What follows belongs to an exercise in optimizing a design on an open flow for small area, a short achievable clock period and few clock cycles; a production flow would make more cautious choices. Only simulation tests tie the RTL to the original design; equivalence was not proved. Power figures rest on the tool's default switching activity, not on a simulated workload.

$ cat flow/design.v
package movegen_pkg;
  typedef logic [5:0] square_t;
  typedef logic [2:0] rank_t;
  typedef logic [2:0] piece_t;
  typedef logic [3:0] pos_data_t;
  typedef logic [9:0] stack_entry_t;
  typedef logic [17:0] uci_move_t;
  typedef logic [255:0] board_t;
  localparam int NUM_SQUARES = 64;
  localparam int COLOUR_BIT = 3;
  localparam int ENTRY_FULL = 9;
  localparam piece_t PIECE_NONE = 3'd0;
  localparam piece_t PIECE_KING = 3'd1;
  localparam piece_t PIECE_KNIGHT = 3'd5;
  localparam int STACK_DEPTH_DEFAULT = 16;
endpackage
module movegen_board_load (
  input  logic                   clk,
  input  logic                   i_rst_n,
  input  logic                   i_pos_valid,
  input  logic                   i_pos_sop,
  input  movegen_pkg::pos_data_t i_pos_data,
  output logic                   o_valid,
  output logic                   o_sop,
  output movegen_pkg::pos_data_t o_data,
  output movegen_pkg::square_t   o_square,
  output movegen_pkg::board_t    o_board
);
  logic                   valid_q;
  logic                   sop_q;
  movegen_pkg::pos_data_t data_q;
  movegen_pkg::board_t    board_q;
  movegen_pkg::square_t   count_q;
  always_ff @(posedge clk or negedge i_rst_n) begin
    if (!i_rst_n) begin
      valid_q <= 1'b0;
    end else begin
      valid_q <= i_pos_valid;
    end
  end
  always_ff @(posedge clk) begin
    sop_q <= i_pos_sop;
    data_q <= i_pos_data;
  end
  always_ff @(posedge clk) begin
    if (valid_q) begin
      board_q <= {data_q, board_q[255:4]};
    end
  end
  assign o_square = sop_q ? movegen_pkg::square_t'(0) : count_q;
  always_ff @(posedge clk) begin
    if (valid_q) begin
      count_q <= movegen_pkg::square_t'(o_square + 1'b1);
    end
  end
  assign o_valid = valid_q;
  assign o_sop = sop_q;
  assign o_data = data_q;
  assign o_board = board_q;
endmodule
module movegen_piece_stack (
  input  logic                   clk,
  input  logic                   i_valid,
  input  logic                   i_sop,
  input  movegen_pkg::pos_data_t i_data,
  input  movegen_pkg::square_t   i_square,
  output logic [1:0][2:0][6:0]   o_list,
  output logic [1:0][1:0]        o_count,
  output logic [1:0]             o_ovf,
  output logic [1:0]             o_first_v,
  output logic [1:0][6:0]        o_first
);
  logic [1:0][2:0][6:0] list_q;
  logic [1:0][1:0]      count_q;
  logic [1:0]           ovf_q;
  logic                 leaper;
  logic [1:0]           hit;
  logic [6:0]           entry;
  assign leaper = i_data[0] & ~i_data[1];
  assign hit[1] = i_valid & leaper & i_data[movegen_pkg::COLOUR_BIT];
  assign hit[0] = i_valid & leaper & ~i_data[movegen_pkg::COLOUR_BIT];
  assign entry = {i_data[2], i_square};
  always_ff @(posedge clk) begin
    for (int c = 0; c < 2; c++) begin
      if (i_valid & i_sop) begin
        count_q[c] <= {1'b0, hit[c]};
        ovf_q[c] <= 1'b0;
      end else if (hit[c]) begin
        if (count_q[c] == 2'd3) begin
          ovf_q[c] <= 1'b1;
        end else begin
          count_q[c] <= count_q[c] + 2'd1;
        end
      end
      if (hit[c]) begin
        list_q[c] <= {list_q[c][1:0], entry};
      end
    end
  end
  assign o_list = list_q;
  assign o_count = count_q;
  assign o_ovf = ovf_q;
  always_comb begin
    for (int c = 0; c < 2; c++) begin
      o_first_v[c] = hit[c] | (count_q[c] != 2'd0);
      o_first[c] = hit[c] ? entry : list_q[c][0];
    end
  end
endmodule
module movegen_leaper_targets (
  input  movegen_pkg::square_t i_square,
  input  logic                 i_knight,
  output logic [7:0]           o_onboard
);
  movegen_pkg::rank_t r;
  movegen_pkg::rank_t f;
  assign r = i_square[5:3];
  assign f = i_square[2:0];
  always_comb begin
    if (i_knight) begin
      o_onboard[0] = (r >= 3'd2) & (f >= 3'd1);
      o_onboard[1] = (r >= 3'd2) & (f <= 3'd6);
      o_onboard[2] = (r >= 3'd1) & (f >= 3'd2);
      o_onboard[3] = (r >= 3'd1) & (f <= 3'd5);
      o_onboard[4] = (r <= 3'd6) & (f >= 3'd2);
      o_onboard[5] = (r <= 3'd6) & (f <= 3'd5);
      o_onboard[6] = (r <= 3'd5) & (f >= 3'd1);
      o_onboard[7] = (r <= 3'd5) & (f <= 3'd6);
    end else begin
      o_onboard[0] = (r >= 3'd1) & (f >= 3'd1);
      o_onboard[1] = (r >= 3'd1);
      o_onboard[2] = (r >= 3'd1) & (f <= 3'd6);
      o_onboard[3] = (f >= 3'd1);
      o_onboard[4] = (f <= 3'd6);
      o_onboard[5] = (r <= 3'd6) & (f >= 3'd1);
      o_onboard[6] = (r <= 3'd6);
      o_onboard[7] = (r <= 3'd6) & (f <= 3'd6);
    end
  end
endmodule
module movegen_dest_scan (
  input  movegen_pkg::square_t i_square,
  input  logic                 i_knight,
  input  logic [7:0]           i_avail,
  output movegen_pkg::square_t o_to,
  output logic [7:0]           o_rest
);
  logic [7:0]         pick;
  movegen_pkg::rank_t r;
  movegen_pkg::rank_t f;
  movegen_pkg::rank_t rm2, rm1, rp1, rp2;
  movegen_pkg::rank_t fm2, fm1, fp1, fp2;
  logic [4:0]         rs;
  logic [4:0]         fs;
  assign pick = i_avail & ~(i_avail - 8'd1);
  assign o_rest = i_avail & ~pick;
  assign r = i_square[5:3];
  assign f = i_square[2:0];
  assign rm2 = r - 3'd2;
  assign rm1 = r - 3'd1;
  assign rp1 = r + 3'd1;
  assign rp2 = r + 3'd2;
  assign fm2 = f - 3'd2;
  assign fm1 = f - 3'd1;
  assign fp1 = f + 3'd1;
  assign fp2 = f + 3'd2;
  always_comb begin
    if (i_knight) begin
      rs = {pick[7] | pick[6], pick[5] | pick[4], 1'b0, pick[3] | pick[2], pick[1] | pick[0]};
      fs = {pick[5] | pick[3], pick[7] | pick[1], 1'b0, pick[6] | pick[0], pick[4] | pick[2]};
    end else begin
      rs = {1'b0, pick[7] | pick[6] | pick[5], pick[4] | pick[3], pick[2] | pick[1] | pick[0], 1'b0};
      fs = {1'b0, pick[7] | pick[4] | pick[2], pick[6] | pick[1], pick[5] | pick[3] | pick[0], 1'b0};
    end
  end
  assign o_to[5:3] = ({3{rs[0]}} & rm2) | ({3{rs[1]}} & rm1) | ({3{rs[2]}} & r) |
                     ({3{rs[3]}} & rp1) | ({3{rs[4]}} & rp2);
  assign o_to[2:0] = ({3{fs[0]}} & fm2) | ({3{fs[1]}} & fm1) | ({3{fs[2]}} & f) |
                     ({3{fs[3]}} & fp1) | ({3{fs[4]}} & fp2);
endmodule
module movegen_uci_out (
  input  logic                   clk,
  input  logic                   i_rst_n,
  input  logic                   i_start,
  input  logic                   i_side,
  input  logic                   i_valid,
  input  logic                   i_fin,
  input  logic                   i_knight,
  input  movegen_pkg::square_t   i_from,
  input  movegen_pkg::square_t   i_to,
  input  movegen_pkg::pos_data_t i_code,
  output logic                   o_uci_valid,
  output movegen_pkg::uci_move_t o_uci_data,
  output logic                   o_uci_sop,
  output logic                   o_uci_eop
);
  logic                   own;
  logic                   mv;
  movegen_pkg::uci_move_t word;
  movegen_pkg::uci_move_t pend_w;
  logic                   pend_v;
  logic                   first;
  logic                   out_pend;
  assign own = (i_code[2:0] != movegen_pkg::PIECE_NONE) &
               (i_code[movegen_pkg::COLOUR_BIT] == i_side);
  assign mv = i_valid & ~own;
  assign word = {i_knight ? movegen_pkg::PIECE_KNIGHT : movegen_pkg::PIECE_KING,
                 i_from, i_code[2:0], i_to};
  assign out_pend = pend_v & (mv | i_fin);
  always_ff @(posedge clk) begin
    if (mv) begin
      pend_w <= word;
    end
    o_uci_data <= pend_w;
  end
  always_ff @(posedge clk or negedge i_rst_n) begin
    if (!i_rst_n) begin
      pend_v <= 1'b0;
      first <= 1'b0;
      o_uci_valid <= 1'b0;
      o_uci_sop <= 1'b0;
      o_uci_eop <= 1'b0;
    end else if (i_start) begin
      pend_v <= 1'b0;
      first <= 1'b1;
      o_uci_valid <= 1'b0;
      o_uci_sop <= 1'b0;
      o_uci_eop <= 1'b0;
    end else begin
      o_uci_valid <= out_pend;
      o_uci_sop <= out_pend & first;
      o_uci_eop <= i_fin;
      if (out_pend) begin
        first <= 1'b0;
      end
      if (mv) begin
        pend_v <= 1'b1;
      end else if (i_fin) begin
        pend_v <= 1'b0;
      end
    end
  end
endmodule
module movegen_top #(
  parameter int STACK_DEPTH = movegen_pkg::STACK_DEPTH_DEFAULT
) (
  input  logic                   clk,
  input  logic                   i_rst_n,
  input  logic                   i_pos_valid,
  input  logic                   i_pos_sop,
  input  movegen_pkg::pos_data_t i_pos_data,
  input  logic                   i_wtp,
  input  logic                   i_start,
  output logic                   o_uci_valid,
  output movegen_pkg::uci_move_t o_uci_data,
  output logic                   o_uci_sop,
  output logic                   o_uci_eop
);
  logic                   ld_valid;
  logic                   ld_sop;
  movegen_pkg::pos_data_t ld_data;
  movegen_pkg::square_t   ld_square;
  movegen_pkg::board_t    board;
  movegen_board_load u_board_load (
    .clk         (clk),
    .i_rst_n     (i_rst_n),
    .i_pos_valid (i_pos_valid),
    .i_pos_sop   (i_pos_sop),
    .i_pos_data  (i_pos_data),
    .o_valid     (ld_valid),
    .o_sop       (ld_sop),
    .o_data      (ld_data),
    .o_square    (ld_square),
    .o_board     (board)
  );
  logic [1:0][2:0][6:0] list;
  logic [1:0][1:0]      count;
  logic [1:0]           ovf;
  logic [1:0]           first_v;
  logic [1:0][6:0]      first;
  movegen_piece_stack u_piece_stack (
    .clk       (clk),
    .i_valid   (ld_valid),
    .i_sop     (ld_sop),
    .i_data    (ld_data),
    .i_square  (ld_square),
    .o_list    (list),
    .o_count   (count),
    .o_ovf     (ovf),
    .o_first_v (first_v),
    .o_first   (first)
  );
  logic                 act;
  logic                 side_q;
  logic                 scan_q;
  logic [1:0]           idx_q;
  logic                 nxt_fresh;
  logic                 nxt_has;
  movegen_pkg::square_t nxt_sq;
  logic                 nxt_kn;
  movegen_pkg::square_t cur_sq;
  logic                 cur_kn;
  logic [7:0]           rem_q;
  movegen_pkg::square_t scan_sq;
  logic                 scan_more;
  logic                   d_v;
  logic                   d_probe;
  logic                   d_fin;
  movegen_pkg::square_t   d_to;
  movegen_pkg::square_t   d_from;
  logic                   d_kn;
  logic                   r_v;
  logic                   r_probe;
  logic                   r_fin;
  movegen_pkg::pos_data_t r_code;
  movegen_pkg::square_t   r_to;
  movegen_pkg::square_t   r_from;
  logic                   r_kn;
  logic [2:0][6:0]      side_list;
  logic [1:0]           side_count;
  logic                 side_ovf;
  logic                 nxt_has_c;
  logic [6:0]           nxt_c;
  assign side_list = list[side_q];
  assign side_count = count[side_q];
  assign side_ovf = ovf[side_q];
  assign nxt_c = idx_q[0] ? side_list[2] : side_list[1];
  assign nxt_has_c = ~idx_q[1] & (idx_q[0] ? (side_count == 2'd3) : side_count[1]);
  logic [7:0]           first_ob;
  logic [7:0]           nxt_ob;
  logic [7:0]           probe_ob;
  movegen_leaper_targets u_first_targets (
    .i_square  (first[i_wtp][5:0]),
    .i_knight  (first[i_wtp][6]),
    .o_onboard (first_ob)
  );
  movegen_leaper_targets u_nxt_targets (
    .i_square  (nxt_sq),
    .i_knight  (nxt_kn),
    .o_onboard (nxt_ob)
  );
  movegen_leaper_targets u_probe_targets (
    .i_square  (r_to),
    .i_knight  (r_code[2]),
    .o_onboard (probe_ob)
  );
  logic                 use_nxt;
  logic                 take;
  logic                 can;
  logic                 fin;
  logic                 go_scan;
  logic                 hit;
  logic                 s_take;
  logic                 s_issue;
  logic                 s_fin;
  movegen_pkg::square_t src_sq;
  logic                 src_kn;
  logic [7:0]           src_av;
  movegen_pkg::square_t to_sq;
  logic [7:0]           rest;
  assign use_nxt = (rem_q == 8'd0);
  assign take = act & ~scan_q & use_nxt & nxt_fresh & nxt_has;
  assign fin = act & ~scan_q & use_nxt & nxt_fresh & ~nxt_has & ~side_ovf;
  assign go_scan = act & ~scan_q & use_nxt & nxt_fresh & ~nxt_has & side_ovf;
  assign hit = r_probe & r_code[0] & ~r_code[1] & (r_code[movegen_pkg::COLOUR_BIT] == side_q);
  assign s_take = act & scan_q & use_nxt & hit;
  assign s_issue = act & scan_q & use_nxt & ~hit & scan_more;
  assign s_fin = act & scan_q & use_nxt & ~hit & ~scan_more & ~d_probe;
  assign src_sq = use_nxt ? nxt_sq : cur_sq;
  assign src_kn = use_nxt ? nxt_kn : cur_kn;
  assign src_av = use_nxt ? nxt_ob : rem_q;
  assign can = act & (~use_nxt | take);
  movegen_dest_scan u_dest_scan (
    .i_square (src_sq),
    .i_knight (src_kn),
    .i_avail  (src_av),
    .o_to     (to_sq),
    .o_rest   (rest)
  );
  always_ff @(posedge clk or negedge i_rst_n) begin
    if (!i_rst_n) begin
      act <= 1'b0;
      rem_q <= '0;
      nxt_fresh <= 1'b0;
      scan_q <= 1'b0;
    end else if (i_start) begin
      act <= 1'b1;
      rem_q <= first_v[i_wtp] ? first_ob : 8'd0;
      nxt_fresh <= 1'b0;
      scan_q <= 1'b0;
    end else begin
      if (fin | s_fin) begin
        act <= 1'b0;
      end
      if (go_scan) begin
        scan_q <= 1'b1;
      end
      if (s_take) begin
        rem_q <= probe_ob;
      end else if (can) begin
        rem_q <= rest;
      end
      nxt_fresh <= ~take;
    end
  end
  always_ff @(posedge clk) begin
    if (i_start) begin
      side_q <= i_wtp;
      idx_q <= 2'd0;
      cur_sq <= first[i_wtp][5:0];
      cur_kn <= first[i_wtp][6];
    end else begin
      if (take) begin
        idx_q <= idx_q + 2'd1;
      end
      if (s_take) begin
        cur_sq <= r_to;
        cur_kn <= r_code[2];
      end else if (can) begin
        cur_sq <= src_sq;
        cur_kn <= src_kn;
      end
    end
    if (go_scan) begin
      scan_sq <= cur_sq - 6'd1;
      scan_more <= (cur_sq != 6'd0);
    end else if (s_take) begin
      scan_sq <= r_to - 6'd1;
      scan_more <= (r_to != 6'd0);
    end else if (s_issue) begin
      scan_sq <= scan_sq - 6'd1;
      scan_more <= (scan_sq != 6'd0);
    end
    nxt_has <= nxt_has_c;
    nxt_sq <= nxt_c[5:0];
    nxt_kn <= nxt_c[6];
  end
  always_ff @(posedge clk or negedge i_rst_n) begin
    if (!i_rst_n) begin
      d_v <= 1'b0;
      d_probe <= 1'b0;
      d_fin <= 1'b0;
      r_v <= 1'b0;
      r_probe <= 1'b0;
      r_fin <= 1'b0;
    end else if (i_start) begin
      d_v <= 1'b0;
      d_probe <= 1'b0;
      d_fin <= 1'b0;
      r_v <= 1'b0;
      r_probe <= 1'b0;
      r_fin <= 1'b0;
    end else begin
      d_v <= can;
      d_probe <= s_issue;
      d_fin <= fin | s_fin;
      r_v <= d_v;
      r_probe <= d_probe & ~s_take;
      r_fin <= d_fin;
    end
  end
  always_ff @(posedge clk) begin
    d_to <= (scan_q & use_nxt) ? scan_sq : to_sq;
    d_from <= src_sq;
    d_kn <= src_kn;
    r_code <= board[{d_to, 2'b00} +: 4];
    r_to <= d_to;
    r_from <= d_from;
    r_kn <= d_kn;
  end
  movegen_uci_out u_uci_out (
    .clk         (clk),
    .i_rst_n     (i_rst_n),
    .i_start     (i_start),
    .i_side      (side_q),
    .i_valid     (r_v),
    .i_fin       (r_fin),
    .i_knight    (r_kn),
    .i_from      (r_from),
    .i_to        (r_to),
    .i_code      (r_code),
    .o_uci_valid (o_uci_valid),
    .o_uci_data  (o_uci_data),
    .o_uci_sop   (o_uci_sop),
    .o_uci_eop   (o_uci_eop)
  );
endmodule
$ cat flow/flow/run.sh
#!/bin/bash
# The standard layout, with timing repair aimed below the clock period: the
# repair steps keep working on any path slower than 9.0 - SETUP_SLACK_MARGIN ns.
# The clock period, constraints and synthesis are the standard flow's own.
set -euo pipefail
export SETUP_SLACK_MARGIN=6.5
bash standard.sh > standard_flow.log 2>&1
$ cat flow/standard.sh
#!/bin/bash
# synth_recipe.tcl (not shown) runs the flow's synth.tcl, then flattens the netlist and writes it again
# the make line also repeats each setting of config.mk as NAME=value (left out here)
make -C /OpenROAD-flow-scripts/flow DESIGN_CONFIG=/design/flow/config.mk WORK_HOME=/design/flow/orfs CLKGATE_MAP_FILE= SYNTH_SCRIPT=/design/flow/synth_recipe.tcl "${@:-finish}"
$ cat flow/config.mk
export PLATFORM = sky130hd
export DESIGN_NAME = movegen_top
export DESIGN_NICKNAME = movegen_top
export VERILOG_FILES = /design/flow/design.v
export SDC_FILE = /design/flow/constraint.sdc
export NUM_CORES = 4
export LEC_CHECK = 0
export CAP_MARGIN = 20
export CORE_MARGIN = 2
export CORE_UTILIZATION = 65
export CTS_CLUSTER_DIAMETER = 100
export CTS_CLUSTER_SIZE = 30
export SLEW_MARGIN = 20
$ cat flow/constraint.sdc
create_clock -name core_clock -period 9.0 [get_ports {clk}]
set_input_delay 1.8000 -clock core_clock [delete_from_list [all_inputs] [get_ports {clk}]]
set_output_delay 1.8000 -clock core_clock [all_outputs]
set_load 0.01 [all_outputs]
==> results.ini, run 1 <==
[run_status]
status = timing/DRC/antenna clean

[critical_path]
crit-reg2reg-capture = scan_sq[5]$_DFFE_PP_
worstPathRequired_ns = 7.20
critPathCapture = o_uci_sop
crit_arrival_ns = 1.05
worst-path-buf-inv = 1
slowest_stage = dfrtp_1
crit_chain = buf_2
startpoint = u_uci_out.o_uci_sop$_DFF_PN0_
cp.depth = 1
slowest_delay_ns = 0.39
critical_path_peak_fanout = 1
r2r_slack_ns = 6.21
critPathCaptureType = output port
cp-start-kind = flip-flop
crit_type = reg -> out
cp_top_family = flip-flops
reg2reg_depth = 10
reg2reg_from = rem_q[5]$_DFFE_PN0P_

[logic_synthesis]
synth.most_common_cell = edfxtp_1
async_flop_share_pct = 5.41
synth_mux_area_share_pct = 14.6
ys_types = 69
postSynthCellCount = 941
netlist_top_cells_count = 337 x edfxtp_1, 91 x mux4_2, 65 x dfxtp_1, 48 x nand2_1, 47 x nor2_1
synthXorXnorAreaFrac_pct = 0.895
ys_seq_area_share_pct = 72.1
synth_top_area_share_pct = 60.8
syn-num-nets = 961
synth_top_family_by_area = multiplexers
synth_edf_count = 337
ys_seq_elements = 425
avgSynthCellArea_um2 = 17.7
synth_compound_area_share_pct = 5.08
yosys.area.top_type = edfxtp_1
synth_simple_gate_area_share_pct = 4.96
synth_area_leaders = edfxtp_1 61%, mux4_2 12%, dfxtp_1 7.8%
syn_area_mm2 = 0.0166
yosys_warnings = 6
yosys_most_used_dff = edfxtp_1
yosys.area_share.adder_pct = 0.752

[pwr]
switching_power_mw = 1.59
peakVddDrop_uv = 223
seq_power_share_pct = 49.4
p_leak_nw = 6.85
power_density_mw_per_mm2 = 269
power_frac_clock_pct = 18.6
combPwrFrac_pct = 32.1
sw_frac_of_total_pct = 30.3
internal_power_mw = 3.66

[timing]
tns_ns = 0
post-route-period-util_pct = 31.6
drv_slew = 0
post-route-min-period_ns = 2.85
finalSetupViolations = 0
finalClockSkew_ns = 0.0323
finalHoldViolCount = 0
worst_pin_slew_ns = 1.09
rsz0062_at_grt = true
slew_headroom_pct = 27.6
fmaxAchievable_mhz = 351

[routing]
first_iter_violations = 960
ant_nets = 0
first_pass_iters = 5
vias = 9145
drc = 0
drt-total-wl_mm = 33.6
wl_per_cell_um = 24.2
viasPerCell = 6.59

[finish]
layout-drive-gt1-share_pct = 34.0
layout.nets = 1066
syn2layout_area_growth_pct = 17.3
n_antenna_cell = 0
final_area_mm2 = 0.0195

[floorplanning]
io_pins = 31
die_x_um = 164
start_util_pct = 66.1
die-area_mm2 = 0.0269
dieHeight_um = 164
fp.coreArea_mm2 = 0.0252
fp-row-count = 58

[placement]
dpl.hpwl_mm = 18.8
place.gp.congestion = 0.914
placed_cell_area_mm2 = 0.0173
portBuffers = 28

[clock_network]
cts_root_buf = clkbuf_16
clkSlewWorstSetupHoldPaths_ns = 0.11
cts_buffers = 18
cts.htree.levels = 1
cts_tree = done
clockBufferDepth = 3
clock_latency_ns = 0.53
clock-sinks = 425
ctsHoldBuffers = 0

[global_routing]
overflow = 0
grt_use_total_pct = 24.9
grt_max_degree = 90
antenna_found_initial = 0
grt_pass1_wl_mm = 51.0
grt_pass1_vias = 8956

[worst_hold_path]
hp-class = reg -> reg
whs_path_depth = 0

[flow_run]
drv_cap = 0

-- kinds of logic after synthesis --
group | after synthesis
adders and majority gates | 10
xor gates and xnor gates | 17
other | 2
AOI/OAI and AO/OA | 126
muxes | 129
DFF | 425
buffers and inverters | 61
and+or+nand+nor | 171
-- flip-flops by register name (all words and copies together), names as in the netlist, 8 cells and up --
name / flops
u_uci_out.pend_w: 16
u_uci_out.o_uci_data: 16
u_board_load.board_q: 256
u_piece_stack.list_q: 42
rem_q: 8
-- per-layer routing --
metal	track usage, %	routed length [µm]
met1	37.4	13800
met4	7.46	1250
met3	3.03	2210
met2	39.3	16300
met5	0	0
-- power by group through the flow --
| stage | logic, mW | registers [mW] | clock network, mW |
|---|---|---|---|
| 2_1_floorplan | 1.03 | 2.50 | 0 |
| 3_3_place_gp | 1.22 | 2.63 | 0 |
| 3_5_place_dp | 1.24 | 2.64 | 0 |
| 4_1_cts | 1.55 | 2.58 | 0.990 |
| 5_1_grt | 1.78 | 2.62 | 1.05 |
| 6_report | 1.68 | 2.59 | 0.974 |
-- through the flow --
| step | power (mW) | std cells | setup slack (ns) | hold WS, ns | utilization [%] |
|---|---|---|---|---|---|
| 6_report | 5.25 | 1388 | 6.15 | 0.336 | 77.5 |
| 2_1_floorplan | 3.53 | 941 | 4.87 | 0.310 | - |
| 3_3_place_gp | 3.84 | 1265 | 5.00 | 0.310 | 68.9 |
| 4_1_cts | 5.12 | 1359 | 6.13 | 0.337 | 75.5 |
| 5_1_grt | 5.45 | 1388 | 6.11 | 0.344 | 77.5 |
| 3_5_place_dp | 3.89 | 1265 | 4.84 | 0.312 | 68.9 |
-- placed cells by master (no fill, tap or decap), types with 5 or more instances in the layout --
master / instances
mux2i_4: 12
buf_16: 5
o21ai_1: 8
nand2_4: 5
clkbuf_16: 19
a21oi_1: 27
nand3_1: 11
clkdlybuf4s50_1: 6
xor2_1: 6
buf_2: 11
nor2_1: 43
edfxtp_1: 337
inv_1: 15
dfxtp_1: 52
nand4_1: 7
xnor2_1: 5
clkbuf_1: 12
dfrtp_1: 22
nor3_4: 5
nor2b_1: 8
a21oi_2: 9
mux4_2: 91
o21a_1: 7
mux2i_1: 17
o221ai_2: 6
nor3_1: 11
ha_1: 7
dfxtp_2: 12
nand2_1: 42
o21ai_2: 5
o21ai_0: 15
buf_6: 28
a21oi_4: 5
buf_12: 6
buf_4: 58
mux2i_2: 6
-- how the worst min path moves through the flow --
| stage | startpoint | end | slack (ns) |
|---|---|---|---|
| 6_report | d_from[0]$_DFF_P_ | r_from[0]$_DFF_P_ | 0.34 |
| 3_3_place_gp | d_from[5]$_DFF_P_ | r_from[5]$_DFF_P_ | 0.31 |
| 2_1_floorplan | d_from[0]$_DFF_P_ | r_from[0]$_DFF_P_ | 0.31 |
| 4_1_cts | d_from[5]$_DFF_P_ | r_from[5]$_DFF_P_ | 0.34 |
| 3_5_place_dp | d_from[5]$_DFF_P_ | r_from[5]$_DFF_P_ | 0.31 |
| 5_1_grt | d_from[4]$_DFF_P_ | r_from[4]$_DFF_P_ | 0.34 |
-- final cells by class --
type | count | area, µm²
fillers | 1349 | 5670
clock inverters | 1 | 30.0
repair buffers | 119 | 1220
well taps | 330 | 413
multi-input cells | 459 | 5180
inverters | 22 | 125
clock buffers | 31 | 520
flip-flops and latches | 425 | 12000
repair inverters | 1 | 6.26
-- what timing repair did --
action                     in CTS  in global routing
setup endpoints to repair     291                 64
gates cloned                    7                  1
resized for setup             205                 67
pin swaps                      31                 39
buffers inserted               55                 28
Testbench counts, summed over its fixed seeds: cycles 29,871.
==> inputs of run 2 (changes only) <==
--- a/flow/config.mk
+++ b/flow/config.mk
@@ -7,7 +7,5 @@
 export LEC_CHECK = 0
 export CAP_MARGIN = 20
 export CORE_MARGIN = 2
-export CORE_UTILIZATION = 65
-export CTS_CLUSTER_DIAMETER = 100
-export CTS_CLUSTER_SIZE = 30
+export CORE_UTILIZATION = 40
 export SLEW_MARGIN = 20
==> run 2 against run 1 <==
Effect of this change:
- still clean on timing, DRC and antenna
- non-clock buffer count grew 18
- maximum frequency about the same
- first-iteration DRC count is 10% lower
- combinational power grew 8%
- clock power up 78%
- register-to-register slack worse by 0.04 ns
- via count fell by 1.5%
- critical path type unchanged
- largest cell class unchanged
- highest routed layer unchanged
==> results.ini, run 2 <==
[run_status]
status = timing/DRC/antenna clean

[routing]
vias = 9008  ; -1.5%
drc = 0  ; unchanged
first_iter_violations = 863  ; -10%
first_pass_iters = 6  ; +1
drt-total-wl_mm = 34.0  ; +1.4%
wl_per_cell_um = 20.6  ; -15%
ant_nets = 0  ; unchanged
viasPerCell = 5.45  ; -17%

[floorplanning]
die-area_mm2 = 0.0432  ; +61%
fp-row-count = 74  ; +28%
start_util_pct = 40.6  ; -25 points
die_x_um = 208  ; +27%
fp.coreArea_mm2 = 0.0409  ; +63%
io_pins = 31  ; unchanged
dieHeight_um = 208  ; +27%

[timing]
drv_slew = 0  ; unchanged
finalClockSkew_ns = 0.00835  ; -0.0240 ns
fmaxAchievable_mhz = 351  ; about the same
slew_headroom_pct = 36.4  ; +8.8 points
finalHoldViolCount = 0  ; unchanged
worst_pin_slew_ns = 0.954  ; -0.133 ns
post-route-min-period_ns = 2.85  ; +0.000460 ns
tns_ns = 0  ; unchanged
rsz0062_at_grt = true
finalSetupViolations = 0  ; unchanged
post-route-period-util_pct = 31.6  ; about the same

[clock_network]
cts_buffers = 44  ; +26
clkSlewWorstSetupHoldPaths_ns = 0.06  ; -0.05 ns
cts_tree = done
cts_root_buf = clkbuf_16
clock-sinks = 425  ; unchanged
ctsHoldBuffers = 0  ; unchanged
clockBufferDepth = 3  ; unchanged
cts.htree.levels = 2  ; +1
clock_latency_ns = 0.55  ; +0.02 ns

[global_routing]
grt_pass1_vias = 9018  ; +0.69%
overflow = 0  ; unchanged
grt_max_degree = 75  ; -17%
grt_use_total_pct = 15.3  ; -9.5 points
grt_pass1_wl_mm = 51.8  ; +1.4%
antenna_found_initial = 0  ; unchanged

[finish]
layout_commonest_cell = edfxtp_1
n_antenna_cell = 0  ; unchanged
largest_reg_flops = 256  ; unchanged
nFillCells = 3299  ; +140%
seq_area_mm2 = 0.0120  ; about the same
syn2layout_area_growth_pct = 24.9
layout_common_cells = 337 x edfxtp_1, 91 x mux4_2, 69 x buf_4, 58 x dfxtp_1, 46 x clkbuf_16
final_area_mm2 = 0.0208  ; +6.5%
layout-drive-gt1-share_pct = 37.8  ; +3.8 points
regMostFlops = u_board_load.board_q
reg_top3 = u_board_load.board_q x256, u_piece_stack.list_q x42
layout.nets = 1108  ; +3.9%
multi_input_area_mm2 = 0.00523  ; +0.99%

[placement]
place.gp.congestion = 0.876  ; -4.1%
placed_cell_area_mm2 = 0.0176  ; +1.7%
portBuffers = 28  ; unchanged
dpl.hpwl_mm = 18.7  ; -0.50%

[critical_path]
crit_chain = buf_2
slowest_delay_ns = 0.37  ; -0.02 ns
cp-start-kind = flip-flop
worst-path-buf-inv = 1  ; unchanged
crit_arrival_ns = 1.05  ; about the same
worstPathRequired_ns = 7.20  ; about the same
slowest_stage = dfrtp_1
critical_path_peak_fanout = 1  ; unchanged
r2r_slack_ns = 6.17  ; -0.04 ns
cp_top_family = flip-flops
crit_type = reg -> out
critPathCaptureType = output port

[logic_synthesis]
synth_top_area_share_pct = 60.8  ; unchanged
async_flop_share_pct = 5.41  ; unchanged
syn_area_mm2 = 0.0166  ; unchanged
ys_types = 69  ; unchanged
synth_area_leaders = edfxtp_1 61%, mux4_2 12%, dfxtp_1 7.8%
ys_seq_area_share_pct = 72.1  ; unchanged
ys_seq_elements = 425  ; unchanged
synth_edf_count = 337  ; unchanged
yosys_most_used_dff = edfxtp_1
netlist_top_cells_count = 337 x edfxtp_1, 91 x mux4_2, 65 x dfxtp_1, 48 x nand2_1, 47 x nor2_1
syn-num-nets = 961  ; unchanged
yosys.area.top_type = edfxtp_1
yosys_warnings = 6  ; unchanged
avgSynthCellArea_um2 = 17.7  ; unchanged
postSynthCellCount = 941  ; unchanged
synth.most_common_cell = edfxtp_1

[worst_hold_path]
hp-class = reg -> reg

[pwr]
power_density_mw_per_mm2 = 294  ; +9.3%
p_leak_nw = 7.33  ; +7.1%
peakVddDrop_uv = 132  ; -41%

[flow_run]
drv_cap = 0  ; unchanged

run 2: cell counts after synthesis:
No cell type changed its count.
run 2: through the flow:
step | power, mW | worst slack [ns] | std cells | hold WS (ns) | util, %
after floorplan | 3.53 | 4.87 | 941 | 0.310 | -
after global placement | 3.90 | 4.91 | 1473 | 0.311 | 43.1
after detailed placement | 3.91 | 4.84 | 1473 | 0.312 | 43.1
after CTS | 5.98 | 6.12 | 1619 | 0.326 | 49.1
after global routing | 6.38 | 6.08 | 1654 | 0.327 | 50.8
final | 6.11 | 6.15 | 1654 | 0.325 | 50.8
run 2: layout make-up:
type	count	area share, %
tap	532	3.20
sequential	425	57.8
clock inverter	14	0.572
inverter	22	0.560
multi-input combinational	458	25.2
clock buffer	66	5.99
timing repair buffer	137	6.71
run 2: repair_timing:
item,CTS,global route
setup buffers,60,32
setup endpoints to repair,153,62
gates cloned,6,3
gates resized for setup,192,113
pin swaps,25,47
run 2: power by group:
part           internal, mW  switching [mW]  leakage (nW)
clock network          1.01           0.715         0.668
registers              2.36           0.200          4.10
logic                 0.971           0.850          2.56
run 2: logic make-up (layout without fill, tap and decap cells):
kind of cell	count (synthesis)	in the layout	share of synthesized area, %
buf+inv	61	239	1.52
fa+ha+maj	10	10	0.752
mux	129	129	14.6
compound gates	126	126	5.08
xor+xnor	17	17	0.895
simple gates	171	174	4.96
other cells	2	2	0.0451
flops	425	425	72.1
run 2: layer usage:
| layer | vias up | wire length (µm) | global-route usage (%) |
|---|---|---|---|
| met4 | 0 | 1130 | 6.07 |
| li1 | 4047 | - | - |
| met5 | - | 0 | 0 |
| met2 | 288 | 15800 | 23.0 |
| met3 | 77 | 1870 | 2.67 |
| met1 | 4596 | 15200 | 22.3 |
run 2: path summary, 6_finish.rpt:
kind,cells after the start,to,from
min,0,r_from[0]$_DFF_P_,d_from[0]$_DFF_P_
max,1,o_uci_valid,u_uci_out.o_uci_valid$_DFF_PN0_
min reg2reg,0,r_from[0]$_DFF_P_,d_from[0]$_DFF_P_
min in group asynchronous,2,u_uci_out.o_uci_eop$_DFF_PN0_,i_rst_n
max reg2reg,8,scan_more$_DFFE_PP_,side_q$_DFFE_PP_
max in group asynchronous,2,u_board_load.valid_q$_DFF_PN0_,i_rst_n
==> inputs of run 3 (changes only) <==
--- a/flow/design.v
+++ b/flow/design.v
@@ -301,6 +301,7 @@
   movegen_pkg::square_t cur_sq;
   logic                 cur_kn;
   logic [7:0]           rem_q;
+  logic                 empty_q;
   movegen_pkg::square_t scan_sq;
   logic                 scan_more;
   logic                   d_v;
@@ -328,7 +329,6 @@
   assign nxt_has_c = ~idx_q[1] & (idx_q[0] ? (side_count == 2'd3) : side_count[1]);
   logic [7:0]           first_ob;
   logic [7:0]           nxt_ob;
-  logic [7:0]           probe_ob;
   movegen_leaper_targets u_first_targets (
     .i_square  (first[i_wtp][5:0]),
     .i_knight  (first[i_wtp][6]),
@@ -339,18 +339,12 @@
     .i_knight  (nxt_kn),
     .o_onboard (nxt_ob)
   );
-  movegen_leaper_targets u_probe_targets (
-    .i_square  (r_to),
-    .i_knight  (r_code[2]),
-    .o_onboard (probe_ob)
-  );
   logic                 use_nxt;
   logic                 take;
   logic                 can;
   logic                 fin;
   logic                 go_scan;
   logic                 hit;
-  logic                 s_take;
   logic                 s_issue;
   logic                 s_fin;
   movegen_pkg::square_t src_sq;
@@ -358,14 +352,13 @@
   logic [7:0]           src_av;
   movegen_pkg::square_t to_sq;
   logic [7:0]           rest;
-  assign use_nxt = (rem_q == 8'd0);
-  assign take = act & ~scan_q & use_nxt & nxt_fresh & nxt_has;
+  assign use_nxt = empty_q;
+  assign take = act & use_nxt & nxt_fresh & nxt_has;
   assign fin = act & ~scan_q & use_nxt & nxt_fresh & ~nxt_has & ~side_ovf;
   assign go_scan = act & ~scan_q & use_nxt & nxt_fresh & ~nxt_has & side_ovf;
   assign hit = r_probe & r_code[0] & ~r_code[1] & (r_code[movegen_pkg::COLOUR_BIT] == side_q);
-  assign s_take = act & scan_q & use_nxt & hit;
-  assign s_issue = act & scan_q & use_nxt & ~hit & scan_more;
-  assign s_fin = act & scan_q & use_nxt & ~hit & ~scan_more & ~d_probe;
+  assign s_issue = act & scan_q & use_nxt & ~nxt_has & ~hit & scan_more;
+  assign s_fin = act & scan_q & use_nxt & ~nxt_has & ~hit & ~scan_more & ~d_probe;
   assign src_sq = use_nxt ? nxt_sq : cur_sq;
   assign src_kn = use_nxt ? nxt_kn : cur_kn;
   assign src_av = use_nxt ? nxt_ob : rem_q;
@@ -381,11 +374,13 @@
     if (!i_rst_n) begin
       act <= 1'b0;
       rem_q <= '0;
+      empty_q <= 1'b1;
       nxt_fresh <= 1'b0;
       scan_q <= 1'b0;
     end else if (i_start) begin
       act <= 1'b1;
       rem_q <= first_v[i_wtp] ? first_ob : 8'd0;
+      empty_q <= ~first_v[i_wtp];
       nxt_fresh <= 1'b0;
       scan_q <= 1'b0;
     end else begin
@@ -395,12 +390,11 @@
       if (go_scan) begin
         scan_q <= 1'b1;
       end
-      if (s_take) begin
-        rem_q <= probe_ob;
-      end else if (can) begin
+      if (can) begin
         rem_q <= rest;
+        empty_q <= (rest == 8'd0);
       end
-      nxt_fresh <= ~take;
+      nxt_fresh <= scan_q | ~take;
     end
   end
   always_ff @(posedge clk) begin
@@ -413,10 +407,7 @@
       if (take) begin
         idx_q <= idx_q + 2'd1;
       end
-      if (s_take) begin
-        cur_sq <= r_to;
-        cur_kn <= r_code[2];
-      end else if (can) begin
+      if (can) begin
         cur_sq <= src_sq;
         cur_kn <= src_kn;
       end
@@ -424,16 +415,24 @@
     if (go_scan) begin
       scan_sq <= cur_sq - 6'd1;
       scan_more <= (cur_sq != 6'd0);
-    end else if (s_take) begin
-      scan_sq <= r_to - 6'd1;
-      scan_more <= (r_to != 6'd0);
+    end else if (scan_q & take) begin
+      scan_sq <= nxt_sq - 6'd1;
+      scan_more <= (nxt_sq != 6'd0);
     end else if (s_issue) begin
       scan_sq <= scan_sq - 6'd1;
       scan_more <= (scan_sq != 6'd0);
     end
-    nxt_has <= nxt_has_c;
-    nxt_sq <= nxt_c[5:0];
-    nxt_kn <= nxt_c[6];
+    if (!scan_q) begin
+      nxt_has <= nxt_has_c;
+      nxt_sq <= nxt_c[5:0];
+      nxt_kn <= nxt_c[6];
+    end else if (hit) begin
+      nxt_has <= 1'b1;
+      nxt_sq <= r_to;
+      nxt_kn <= r_code[2];
+    end else if (take) begin
+      nxt_has <= 1'b0;
+    end
   end
   always_ff @(posedge clk or negedge i_rst_n) begin
     if (!i_rst_n) begin
@@ -455,12 +454,12 @@
       d_probe <= s_issue;
       d_fin <= fin | s_fin;
       r_v <= d_v;
-      r_probe <= d_probe & ~s_take;
+      r_probe <= d_probe & ~hit;
       r_fin <= d_fin;
     end
   end
   always_ff @(posedge clk) begin
-    d_to <= (scan_q & use_nxt) ? scan_sq : to_sq;
+    d_to <= (scan_q & use_nxt & ~nxt_has) ? scan_sq : to_sq;
     d_from <= src_sq;
     d_kn <= src_kn;
     r_code <= board[{d_to, 2'b00} +: 4];
--- a/flow/config.mk
+++ b/flow/config.mk
@@ -7,5 +7,7 @@
 export LEC_CHECK = 0
 export CAP_MARGIN = 20
 export CORE_MARGIN = 2
-export CORE_UTILIZATION = 40
+export CORE_UTILIZATION = 65
+export CTS_CLUSTER_DIAMETER = 80
+export CTS_CLUSTER_SIZE = 24
 export SLEW_MARGIN = 20
==> run 3 against run 2 <==
Effect of this change:
- critical path depth unchanged
- highest routed layer unchanged
- area after synthesis rose by 1.0%
- largest cell class unchanged
- via count down 2.6%
==> results.ini, run 3 <==
[flow_run]
drv_cap = 0  ; unchanged

[logic_synthesis]
synth_simple_gate_area_share_pct = 5.27  ; +0.31 points
synth_area_leaders = edfxtp_1 62%, mux4_2 12%, dfxtp_1 6.8%
avgSynthCellArea_um2 = 17.9  ; +1.5%
yosys.area_share.adder_pct = 0.804  ; +0.052 points
synth_edf_count = 345  ; +2.4%
syn_area_mm2 = 0.0168  ; +1.0%
netlist_top_cells_count = 345 x edfxtp_1, 91 x mux4_2, 60 x nand2_1, 57 x dfxtp_1, 39 x nor2_1
yosys_warnings = 6  ; unchanged
ys_seq_area_share_pct = 72.0  ; -0.11 points
synthXorXnorAreaFrac_pct = 0.834  ; -0.061 points
yosys_most_used_dff = edfxtp_1
ys_seq_elements = 426  ; +0.24%
synth_top_area_share_pct = 61.6  ; +0.80 points
postSynthCellCount = 937  ; -0.43%
synth_compound_area_share_pct = 4.60  ; -0.48 points
synth_mux_area_share_pct = 14.7  ; +0.036 points
yosys.area.top_type = edfxtp_1
synth.most_common_cell = edfxtp_1
syn-num-nets = 957  ; -0.42%
synth_top_family_by_area = multiplexers
ys_types = 83  ; +20%
async_flop_share_pct = 5.63  ; +0.22 points

[global_routing]
antenna_found_initial = 0  ; unchanged
grt_pass1_wl_mm = 50.4  ; -2.6%
grt_pass1_vias = 8693  ; -3.6%
overflow = 0  ; unchanged
grt_max_degree = 101  ; +35%
grt_use_total_pct = 24.7  ; +9.4 points

[critical_path]
crit_chain = buf_2
reg2reg_depth = 7  ; -1
cp-start-kind = flip-flop
startpoint = u_uci_out.o_uci_eop$_DFF_PN0_
cp_top_family = flip-flops
slowest_delay_ns = 0.37  ; about the same
worst-path-buf-inv = 1  ; unchanged
crit_arrival_ns = 1.03  ; -0.02 ns
crit-reg2reg-capture = d_to[2]$_DFF_P_
crit_type = reg -> out
critical_path_peak_fanout = 1  ; unchanged
r2r_slack_ns = 6.48  ; +0.31 ns
worstPathRequired_ns = 7.20  ; about the same
critPathCaptureType = output port
reg2reg_from = empty_q$_DFFE_PN1P_
slowest_stage = dfrtp_1

[pwr]
p_leak_nw = 6.57  ; -10%
internal_power_mw = 3.29  ; -24%
power_density_mw_per_mm2 = 235  ; -20%
seq_power_share_pct = 55.0  ; +13 points
power_frac_clock_pct = 23.1  ; -5.2 points
peakVddDrop_uv = 230  ; +74%
switching_power_mw = 1.17  ; -34%
sw_frac_of_total_pct = 26.2  ; -2.7 points
combPwrFrac_pct = 21.9  ; -7.9 points

[routing]
vias = 8772  ; -2.6%
drc = 0  ; unchanged
ant_nets = 0  ; unchanged
drt-total-wl_mm = 33.3  ; -2.2%
viasPerCell = 6.52  ; +20%
wl_per_cell_um = 24.7  ; +20%
first_pass_iters = 5  ; -1
first_iter_violations = 1106  ; +28%

[timing]
drv_slew = 0  ; unchanged
fmaxAchievable_mhz = 354  ; +0.79%
post-route-period-util_pct = 31.4  ; -0.25 points
tns_ns = 0  ; unchanged
post-route-min-period_ns = 2.83  ; -0.0224 ns
worst_pin_slew_ns = 0.971  ; +0.0177 ns
finalSetupViolations = 0  ; unchanged
slew_headroom_pct = 35.2  ; -1.2 points
holdWs_ns = 0.331  ; +0.00606 ns
finalClockSkew_ns = 0.0103  ; +0.00191 ns
rsz0062_at_grt = true
finalHoldViolCount = 0  ; unchanged

[finish]
layout_common_cells = 345 x edfxtp_1, 91 x mux4_2, 58 x nand2_1, 42 x dfxtp_1, 38 x buf_4
layout_commonest_cell = edfxtp_1
final_util_pct = 75.1  ; +24 points
multi_input_area_mm2 = 0.00479  ; -8.4%
seq_area_mm2 = 0.0121  ; +0.97%
reg_top3 = u_board_load.board_q x256, u_piece_stack.list_q x42
syn2layout_area_growth_pct = 12.8
layout.nets = 1021  ; -7.9%
n_antenna_cell = 0  ; unchanged
nFillCells = 1469  ; -55%
largest_reg_flops = 256  ; unchanged
regMostFlops = u_board_load.board_q
layout-drive-gt1-share_pct = 28.7  ; -9.1 points

[clock_network]
cts_root_buf = clkbuf_16
clkSlewWorstSetupHoldPaths_ns = 0.09  ; +0.03 ns
cts.htree.levels = 1  ; -1
clock_latency_ns = 0.52  ; -0.03 ns
clock-sinks = 426  ; +0.24%
cts_buffers = 21  ; -52%
clockBufferDepth = 3  ; unchanged
cts_tree = done

[floorplanning]
die-area_mm2 = 0.0272  ; -37%
dieHeight_um = 165  ; -21%
die_x_um = 165  ; -21%
fp-row-count = 58  ; -22%
fp.coreArea_mm2 = 0.0253  ; -38%
start_util_pct = 66.6  ; +26 points
io_pins = 31  ; unchanged

[worst_hold_path]
holdCritStartpoint = d_from[4]$_DFF_P_
hold_end = r_from[4]$_DFF_P_
hp-class = reg -> reg
whs_path_depth = 0  ; unchanged

[placement]
place.gp.congestion = 0.916  ; +4.5%
dpl.hpwl_mm = 19.8  ; +6.0%
portBuffers = 28  ; unchanged

[run_status]
status = timing/DRC/antenna clean

-- run 3: layer usage --
layer	wire length [µm]	part of all wire (%)	up-vias	global-route usage, %
li1	-	-	3820	-
met1	14200	43	4590	36.9
met2	16300	49	323	39.5
met3	2150	6.5	39	4.55
met4	603	1.8	0	4.74
met5	0	0	-	0
-- run 3: power by group through the flow --
| stage | combinational, mW | sequential [mW] | clock (mW) |
|---|---|---|---|
| 2_1_floorplan | 0.684 | 2.42 | 0 |
| 3_3_place_gp | 0.794 | 2.53 | 0 |
| 3_5_place_dp | 0.806 | 2.54 | 0 |
| 4_1_cts | 0.923 | 2.45 | 1.05 |
| 5_1_grt | 1.03 | 2.48 | 1.11 |
| 6_report | 0.977 | 2.46 | 1.03 |
-- run 3: timing repair --
item	4_1_cts	5_1_grt
endpoints found under the hold margin	0	0
setup endpoints to repair	247	46
setup buffers	29	14
cloned	1	3
hold buffers	0	0
pin swaps	3	9
gates resized for setup	129	73
-- run 3: layout make-up --
class	instances	area share (%)
clock inverters	2	0.125
clock buffers	35	3.05
inverters	26	0.805
repair buffers	81	4.50
multi-input cells	443	25.3
repair inverters	2	0.0924
well taps	330	2.18
flip-flops and latches	426	64.0
-- run 3: through the flow --
stage | std cells | worst slack, ns | instance area (µm²) | power, mW
global placement | 1261 | 5.09 | 17400 | 3.32
finish | 1345 | 6.17 | 19000 | 4.46
floorplan | 937 | 4.80 | 16900 | 3.10
detailed placement | 1261 | 5.00 | 17400 | 3.35
global route | 1345 | 6.13 | 19000 | 4.62
CTS | 1328 | 6.16 | 18500 | 4.42
-- run 3: worst max-delay path by stage --
stage | to | cells after the start | slack [ns]
floorplan | rem_q[6]$_DFFE_PN0P_ | 8 | 4.80
global placement | rem_q[6]$_DFFE_PN0P_ | 6 | 5.09
detailed placement | rem_q[6]$_DFFE_PN0P_ | 6 | 5.00
CTS | o_uci_eop | 1 | 6.16
global route | o_uci_valid | 1 | 6.13
finish | o_uci_eop | 1 | 6.17
-- run 3: cell families after synthesis --
logic type / after synthesis
AND/OR/NAND/NOR: 176
XOR/XNOR: 16
buffers and inverters: 68
flip-flops: 426
adder cells (fa/ha/maj): 11
AO/OA/AOI/OAI: 106
other: 2
multiplexers: 132
Testbench counts of run 3, summed over its fixed seeds: cycles 29,871.
==> inputs of run 4 (changes only) <==
==> flow/flow/run.sh (replaced) <==
#!/bin/bash
# The standard layout, with timing repair aimed below the clock period: the
# repair steps keep working on any path slower than 9.0 - SETUP_SLACK_MARGIN ns.
# The clock period, constraints and synthesis are the standard flow's own.
set -euo pipefail
export SETUP_SLACK_MARGIN=6.8
bash standard.sh > standard_flow.log 2>&1
==> run 4 against run 3 <==
Effect of this change:
- still clean
- worst setup slack worse by 0.028 ns
- first-iteration DRC count up 5.2%
- clock skew up 0.017 ns
- power up 2.7%
- design area up 2.9%
- global-route usage up 1.4 points
- critical endpoint is now o_uci_valid
==> results.ini, run 4 <==
[run_status]
status = timing/DRC/antenna clean

[critical_path]
slowest_stage = dfrtp_1
cp_top_family = flip-flops
reg2reg_from = empty_q$_DFFE_PN1P_
r2r_slack_ns = 6.51  ; +0.03 ns
worst-path-buf-inv = 1  ; unchanged
worstPathRequired_ns = 7.20  ; about the same
slowest_delay_ns = 0.38  ; about the same
crit_chain = buf_2
cp-start-kind = flip-flop
crit-reg2reg-capture = d_to[4]$_DFF_P_
crit_arrival_ns = 1.05  ; +0.02 ns
crit_type = reg -> out
reg2reg_depth = 6  ; -1
critical_path_peak_fanout = 1  ; unchanged
critPathCaptureType = output port

[flow_run]
drv_cap = 0  ; unchanged

[pwr]
internal_power_mw = 3.36  ; +2.0%
total_power_mw = 4.58  ; +2.7%
peakVddDrop_uv = 232  ; +0.87%
sw_frac_of_total_pct = 26.7  ; +0.51 points
combPwrFrac_pct = 23.9  ; +2.0 points
seq_power_share_pct = 53.7  ; -1.3 points
power_density_mw_per_mm2 = 235  ; -0.22%
switching_power_mw = 1.22  ; +4.7%
power_frac_clock_pct = 22.4  ; -0.7 points
p_leak_nw = 6.77  ; +3.0%

[finish]
layout_commonest_cell = edfxtp_1
largest_reg_flops = 256  ; unchanged
regMostFlops = u_board_load.board_q
layout-drive-gt1-share_pct = 33.3  ; +4.6 points
layout.nets = 1045  ; +2.4%
nFillCells = 1384  ; -5.8%
layout_common_cells = 345 x edfxtp_1, 91 x mux4_2, 52 x nand2_1, 45 x dfxtp_1, 44 x buf_4
syn2layout_area_growth_pct = 16.1
n_antenna_cell = 0  ; unchanged
reg_top3 = u_board_load.board_q x256, u_piece_stack.list_q x42

[logic_synthesis]
yosys.area_share.adder_pct = 0.804  ; unchanged
synth_simple_gate_area_share_pct = 5.27  ; unchanged
ys_types = 83  ; unchanged
synth_edf_count = 345  ; unchanged
synth_top_family_by_area = multiplexers
synthXorXnorAreaFrac_pct = 0.834  ; unchanged
async_flop_share_pct = 5.63  ; unchanged
yosys_warnings = 6  ; unchanged
synth.most_common_cell = edfxtp_1
synth_compound_area_share_pct = 4.60  ; unchanged
postSynthCellCount = 937  ; unchanged
yosys_most_used_dff = edfxtp_1
netlist_top_cells_count = 345 x edfxtp_1, 91 x mux4_2, 60 x nand2_1, 57 x dfxtp_1, 39 x nor2_1
synth_area_leaders = edfxtp_1 62%, mux4_2 12%, dfxtp_1 6.8%
syn-num-nets = 957  ; unchanged
avgSynthCellArea_um2 = 17.9  ; unchanged
synth_mux_area_share_pct = 14.7  ; unchanged
syn_area_mm2 = 0.0168  ; unchanged
synth_top_area_share_pct = 61.6  ; unchanged
ys_seq_area_share_pct = 72.0  ; unchanged
ys_seq_elements = 426  ; unchanged
yosys.area.top_type = edfxtp_1

[routing]
ant_nets = 0  ; unchanged
first_iter_violations = 1164  ; +5.2%
viasPerCell = 6.61  ; +1.4%
vias = 9061  ; +3.3%
drt-total-wl_mm = 35.1  ; +5.4%
wl_per_cell_um = 25.6  ; +3.5%
first_pass_iters = 5  ; unchanged
drc = 0  ; unchanged

[timing]
drv_slew = 0  ; unchanged
post-route-min-period_ns = 2.85  ; +0.0279 ns
holdWs_ns = 0.331  ; -0.000220 ns
worst_pin_slew_ns = 0.924  ; -0.0476 ns
finalHoldViolCount = 0  ; unchanged
slew_headroom_pct = 38.4  ; +3.2 points
fmaxAchievable_mhz = 350  ; -0.98%
tns_ns = 0  ; unchanged
rsz0062_at_grt = true
finalSetupViolations = 0  ; unchanged
finalClockSkew_ns = 0.0277  ; +0.0175 ns
post-route-period-util_pct = 31.7  ; +0.31 points

[worst_hold_path]
whs_path_depth = 0  ; unchanged
hold_end = r_from[0]$_DFF_P_
hp-class = reg -> reg
holdCritStartpoint = d_from[0]$_DFF_P_

[clock_network]
cts_root_buf = clkbuf_16
clockBufferDepth = 3  ; unchanged
cts_tree = done
cts_buffers = 21  ; unchanged
ctsHoldBuffers = 0  ; unchanged
clock-sinks = 426  ; unchanged
cts.htree.levels = 1  ; unchanged
clkSlewWorstSetupHoldPaths_ns = 0.09  ; about the same
clock_latency_ns = 0.54  ; +0.02 ns

[global_routing]
grt_pass1_vias = 9009  ; +3.6%
grt_max_degree = 177  ; +75%
grt_pass1_wl_mm = 53.0  ; +5.1%
grt_use_total_pct = 26.2  ; +1.4 points
overflow = 0  ; unchanged
antenna_found_initial = 1  ; +1

[placement]
portBuffers = 28  ; unchanged
dpl.hpwl_mm = 19.1  ; -3.5%
place.gp.congestion = 0.901  ; -1.6%

[floorplanning]
dieHeight_um = 165  ; unchanged
fp-row-count = 58  ; unchanged
die_x_um = 165  ; unchanged
io_pins = 31  ; unchanged
fp.coreArea_mm2 = 0.0253  ; unchanged
start_util_pct = 66.6  ; unchanged
die-area_mm2 = 0.0272  ; unchanged

-- run 4: changes by cell type in the layout (fill, tap and decap cells not counted), moves of 6 or more --
cell and delta:
a21oi_1 -6, a21oi_2 +6, buf_4 +6, buf_6 +6
nand2_1 -6, o21ai_0 -6
-- run 4: worst max path at each step --
stage | start | end | slack (ns) | depth (start not counted)
after CTS | u_uci_out.o_uci_valid$_DFF_PN0_ | o_uci_valid | 6.13 | 1
after global placement | i_wtp | rem_q[6]$_DFFE_PN0P_ | 5.10 | 6
after global routing | u_uci_out.o_uci_valid$_DFF_PN0_ | o_uci_valid | 6.12 | 1
after floorplan | u_board_load.valid_q$_DFF_PN0_ | rem_q[6]$_DFFE_PN0P_ | 4.80 | 8
after detailed placement | i_wtp | rem_q[6]$_DFFE_PN0P_ | 4.99 | 6
final | u_uci_out.o_uci_valid$_DFF_PN0_ | o_uci_valid | 6.15 | 1
-- run 4: timing repair --
action                     in CTS  in global routing
cloned                          7                  2
pin swaps                      31                 21
gates resized for setup       213                 39
buffers inserted               53                 12
setup endpoints to repair     351                 55
-- run 4: cell families after synthesis --
group	after synthesis
xor+xnor	16
simple gates	176
fa+ha+maj	11
buf+inv	68
mux	132
compound gates	106
other cells	2
flops	426
-- run 4: power groups by stage --
| stage | clock (mW) | combinational [mW] | sequential [mW] |
|---|---|---|---|
| floorplan | 0 | 0.722 | 2.42 |
| finish | 1.03 | 1.09 | 2.46 |
| global placement | 0 | 0.813 | 2.52 |
| detailed placement | 0 | 0.830 | 2.53 |
| global route | 1.11 | 1.15 | 2.48 |
| CTS | 1.04 | 1.04 | 2.45 |
-- run 4: cell type report --
type | instances | area [µm²] | area share (%)
tap | 330 | 413 | 2.12
multi-input combinational | 443 | 5010 | 25.7
clock inverter | 3 | 18.8 | 0.0962
clock buffer | 35 | 578 | 2.96
sequential | 426 | 12100 | 62.2
timing repair buffer | 105 | 1180 | 6.04
timing repair inverter | 2 | 17.5 | 0.0898
inverter | 26 | 163 | 0.834
-- run 4: layer usage --
| metal | vias up | GRT usage [%] | wire (µm) |
|---|---|---|---|
| met5 | - | 0 | 17 |
| met2 | 400 | 41.3 | 16900 |
| met3 | 60 | 4.50 | 2630 |
| met4 | 2 | 5.69 | 812 |
| li1 | 3880 | - | - |
| met1 | 4719 | 39.5 | 14700 |
-- run 4: per-stage QoR --
stage / std cells / instance area, µm² / worst slack, ns / util (%)
finish: 1370 / 19500 / 6.15 / 77.3
global route: 1370 / 19500 / 6.12 / 77.3
CTS: 1356 / 19200 / 6.13 / 76.0
detailed placement: 1258 / 17500 / 4.99 / 69.3
global placement: 1258 / 17500 / 5.10 / 69.3
floorplan: 937 / 17100 / 4.80 / -
==> inputs of run 5 (changes only) <==
==> flow/flow/run.sh (replaced) <==
#!/bin/bash
# The standard layout, with timing repair aimed below the clock period: the
# repair steps keep working on any path slower than 9.0 - SETUP_SLACK_MARGIN ns.
# The clock period, constraints and synthesis are the standard flow's own.
set -euo pipefail
export SETUP_SLACK_MARGIN=6.5
bash standard.sh > standard_flow.log 2>&1
--- a/flow/config.mk
+++ b/flow/config.mk
@@ -7,7 +7,7 @@
 export LEC_CHECK = 0
 export CAP_MARGIN = 20
 export CORE_MARGIN = 2
-export CORE_UTILIZATION = 65
+export CORE_UTILIZATION = 72
 export CTS_CLUSTER_DIAMETER = 80
 export CTS_CLUSTER_SIZE = 24
 export SLEW_MARGIN = 20
==> run 5 against run 4 <==
Effect of this change:
- still clean
- sequential share of layout area rose by 0.78 points
- area after synthesis unchanged
- cell count fell by 1.1%
- sequential power increased by 2%
- sequential cell count unchanged
- register-to-register slack worse by 0.13 ns
- worst hold slack improved by 0.0027 ns
- clock skew is 0.0070 ns lower
- design area shrank 1.3%
- largest power group unchanged
==> results.ini, run 5 <==
[pwr]
peakVddDrop_uv = 255  ; +9.9%
sw_frac_of_total_pct = 28.7  ; +2.0 points
combPwrFrac_pct = 23.2  ; -0.7 points
seq_power_share_pct = 53.9  ; +0.2 points
switching_power_mw = 1.33  ; +8.9%
power_frac_clock_pct = 22.9  ; +0.5 points
p_leak_nw = 6.71  ; -0.97%
internal_power_mw = 3.31  ; -1.4%
power_density_mw_per_mm2 = 241  ; +2.6%

[logic_synthesis]
yosys.area.top_type = edfxtp_1
avgSynthCellArea_um2 = 17.9  ; unchanged
ys_seq_area_share_pct = 72.0  ; unchanged
yosys_warnings = 6  ; unchanged
postSynthCellCount = 937  ; unchanged
syn-num-nets = 957  ; unchanged
netlist_top_cells_count = 345 x edfxtp_1, 91 x mux4_2, 60 x nand2_1, 57 x dfxtp_1, 39 x nor2_1
async_flop_share_pct = 5.63  ; unchanged
synth_top_area_share_pct = 61.6  ; unchanged
ys_seq_elements = 426  ; unchanged
synth_area_leaders = edfxtp_1 62%, mux4_2 12%, dfxtp_1 6.8%
ys_types = 83  ; unchanged
syn_area_mm2 = 0.0168  ; unchanged
synth_edf_count = 345  ; unchanged
synth.most_common_cell = edfxtp_1
yosys_most_used_dff = edfxtp_1

[timing]
post-route-period-util_pct = 31.6  ; -0.073 points
drv_slew = 0  ; unchanged
finalHoldViolCount = 0  ; unchanged
finalSetupViolations = 0  ; unchanged
finalClockSkew_ns = 0.0207  ; -0.00697 ns
worst_pin_slew_ns = 1.08  ; +0.160 ns
tns_ns = 0  ; unchanged
fmaxAchievable_mhz = 351  ; +0.23%
slew_headroom_pct = 27.6  ; -11 points
rsz0062_at_grt = true
setup_ws_ns = 6.15  ; +0.00654 ns
post-route-min-period_ns = 2.85  ; -0.00654 ns

[floorplanning]
io_pins = 31  ; unchanged
fp.coreArea_mm2 = 0.0228  ; -9.8%
dieHeight_um = 157  ; -4.9%
start_util_pct = 73.8  ; +7.2 points
fp-row-count = 55  ; -5.2%
die_x_um = 157  ; -4.9%
die-area_mm2 = 0.0246  ; -9.5%

[global_routing]
overflow = 0  ; unchanged
grt_pass1_vias = 9543  ; +5.9%
grt_use_total_pct = 33.3  ; +7.1 points
grt_pass1_wl_mm = 59.5  ; +12%
grt_max_degree = 217  ; +23%
antenna_found_initial = 1  ; unchanged

[routing]
drt-total-wl_mm = 44.1  ; +26%
first_pass_iters = 5  ; unchanged
vias = 9915  ; +9.4%
first_iter_violations = 1498  ; +29%
ant_nets = 0  ; unchanged
viasPerCell = 7.32  ; +11%
wl_per_cell_um = 32.6  ; +27%
drc = 0  ; unchanged

[placement]
pre_cts_ws_ns = 5.04  ; +0.0533 ns
place.gp.congestion = 0.899  ; -0.23%
portBuffers = 28  ; unchanged
dpl.hpwl_mm = 21.4  ; +12%

[critical_path]
crit_arrival_ns = 1.05  ; about the same
r2r_slack_ns = 6.38  ; -0.13 ns
cp.depth = 1  ; unchanged
slowest_stage = dfrtp_1
critical_path_peak_fanout = 1  ; unchanged
cp_top_family = flip-flops
crit_type = reg -> out
cp-start-kind = flip-flop
crit_chain = buf_6
reg2reg_depth = 7  ; +1
worstPathRequired_ns = 7.20  ; about the same
reg2reg_from = nxt_sq[0]$_DFFE_PP_
crit-reg2reg-capture = d_to[4]$_DFF_P_
critPathCapture = o_uci_valid
startpoint = u_uci_out.o_uci_valid$_DFF_PN0_
slowest_delay_ns = 0.39  ; about the same
critPathCaptureType = output port
worst-path-buf-inv = 1  ; unchanged

[finish]
syn2layout_area_growth_pct = 14.6
largest_reg_flops = 256  ; unchanged
multi_input_area_mm2 = 0.00496  ; -1.1%
nFillCells = 940  ; -32%
layout_common_cells = 345 x edfxtp_1, 91 x mux4_2, 60 x buf_4, 55 x nand2_1, 48 x dfxtp_1
reg_top3 = u_board_load.board_q x256, u_piece_stack.list_q x42
regMostFlops = u_board_load.board_q
layout.nets = 1046  ; +0.096%
layout_commonest_cell = edfxtp_1
layout-drive-gt1-share_pct = 31.8  ; -1.5 points
seq_area_mm2 = 0.0121  ; about the same

[clock_network]
clkSlewWorstSetupHoldPaths_ns = 0.10  ; about the same
clockBufferDepth = 3  ; unchanged
cts_buffers = 21  ; unchanged
clock-sinks = 426  ; unchanged
clock_latency_ns = 0.55  ; about the same
ctsHoldBuffers = 0  ; unchanged
cts_tree = done
cts.htree.levels = 1  ; unchanged
cts_root_buf = clkbuf_16

[run_status]
status = timing/DRC/antenna clean

[worst_hold_path]
hp-class = reg -> reg

[flow_run]
drv_cap = 0  ; unchanged

[run 5: area by class of cell]
| class | count | area share (%) |
|---|---|---|
| Clock inverter | 2 | 0.0779 |
| Sequential cell | 426 | 62.9 |
| Timing Repair inverter | 2 | 0.0779 |
| Clock buffer | 36 | 3.02 |
| Tap cell | 313 | 2.03 |
| Multi-Input combinational cell | 443 | 25.7 |
| Antenna cell | 1 | 0.0130 |
| Inverter | 26 | 0.740 |
| Timing Repair Buffer | 106 | 5.36 |
[run 5: metal layers]
metal  vias to the layer above  part of all wire (%)  track usage (%)
met1                      4948                    33             44.1
li1                       3861                     -                -
met3                       214                    10             6.12
met4                         2                   6.0             10.3
met2                       890                    50             57.1
met5                         -                 0.036                0
[run 5: worst min-delay path by stage]
stage	endpoint	cells after the start	slack [ns]	start
6_report	r_from[0]$_DFF_P_	0	0.33	d_from[0]$_DFF_P_
5_1_grt	r_from[0]$_DFF_P_	0	0.34	d_from[0]$_DFF_P_
4_1_cts	r_from[0]$_DFF_P_	0	0.33	d_from[0]$_DFF_P_
3_5_place_dp	r_from[4]$_DFF_P_	0	0.31	d_from[4]$_DFF_P_
3_3_place_gp	r_from[5]$_DFF_P_	0	0.31	d_from[5]$_DFF_P_
2_1_floorplan	r_from[0]$_DFF_P_	0	0.31	d_from[0]$_DFF_P_
[run 5: logic make-up after synthesis]
kind of cell    after synthesis  share of synthesized area, %
flops                       426                          72.0
simple gates                176                          5.27
mux                         132                          14.7
compound gates              106                          4.60
buf+inv                      68                          1.77
xor+xnor                     16                         0.834
fa+ha+maj                    11                         0.804
other cells                   2                        0.0447
[run 5: power by group through the flow]
stage	sequential, mW	combinational [mW]	clock (mW)
2_1_floorplan	2.42	0.684	0
3_3_place_gp	2.53	0.777	0
3_5_place_dp	2.55	0.815	0
4_1_cts	2.47	0.955	1.04
5_1_grt	2.51	1.11	1.12
6_report	2.50	1.08	1.06
[run 5: metrics by stage]
stage               hold WS, ns  area (µm²)  std cells  utilization, %  power (mW)
finish                    0.334       19300       1355            84.6        4.64
global route              0.340       19300       1354            84.6        4.73
CTS                       0.333       18600       1331            81.9        4.47
detailed placement        0.315       17400       1242            76.4        3.37
global placement          0.313       17400       1242            76.4        3.31
floorplan                 0.310       16900        937               -        3.10
[run 5: what timing repair did]
item | in CTS | in global routing
resized for setup | 147 | 79
buffers inserted | 49 | 19
endpoints found under the setup margin | 69 | 57
gates cloned | 2 | 3
pin swaps | 14 | 19

[separate check: timing with driven ports]
In the flow no input, the clock included, has a driving cell. The finished layouts below were timed again as built, in two steps. Step 1, drivers: a clkbuf_16 drives clk and a buf_2 each remaining input, both assumed. Step 2 also shifts input and output timing later by t, the mid clock arrival at the registers, as if the neighbouring blocks saw the same clock. Three values: no drivers, after step 1, after step 2; two values: the first two.
run | t (ns) | slack for setup (ns) | worst slew at a driven data input, ns
run 1 | 0.567 | 6.152 / 6.103 / 5.702 | 0.09
run 2 | 0.597 | 6.152 / 6.098 / 5.815 | 0.09
run 3 | 0.569 | 6.174 / 6.124 / 5.865 | 0.09
run 4 | 0.581 | 6.146 / 6.095 / 5.838 | 0.10
run 5 | 0.587 | 6.153 / 6.100 / 5.766 | 0.19
After both steps every run listed still meets setup and hold. For run 1, which loses most, drivers alone change the setup slack by -0.049 ns; drivers and shift together by -0.450 ns.
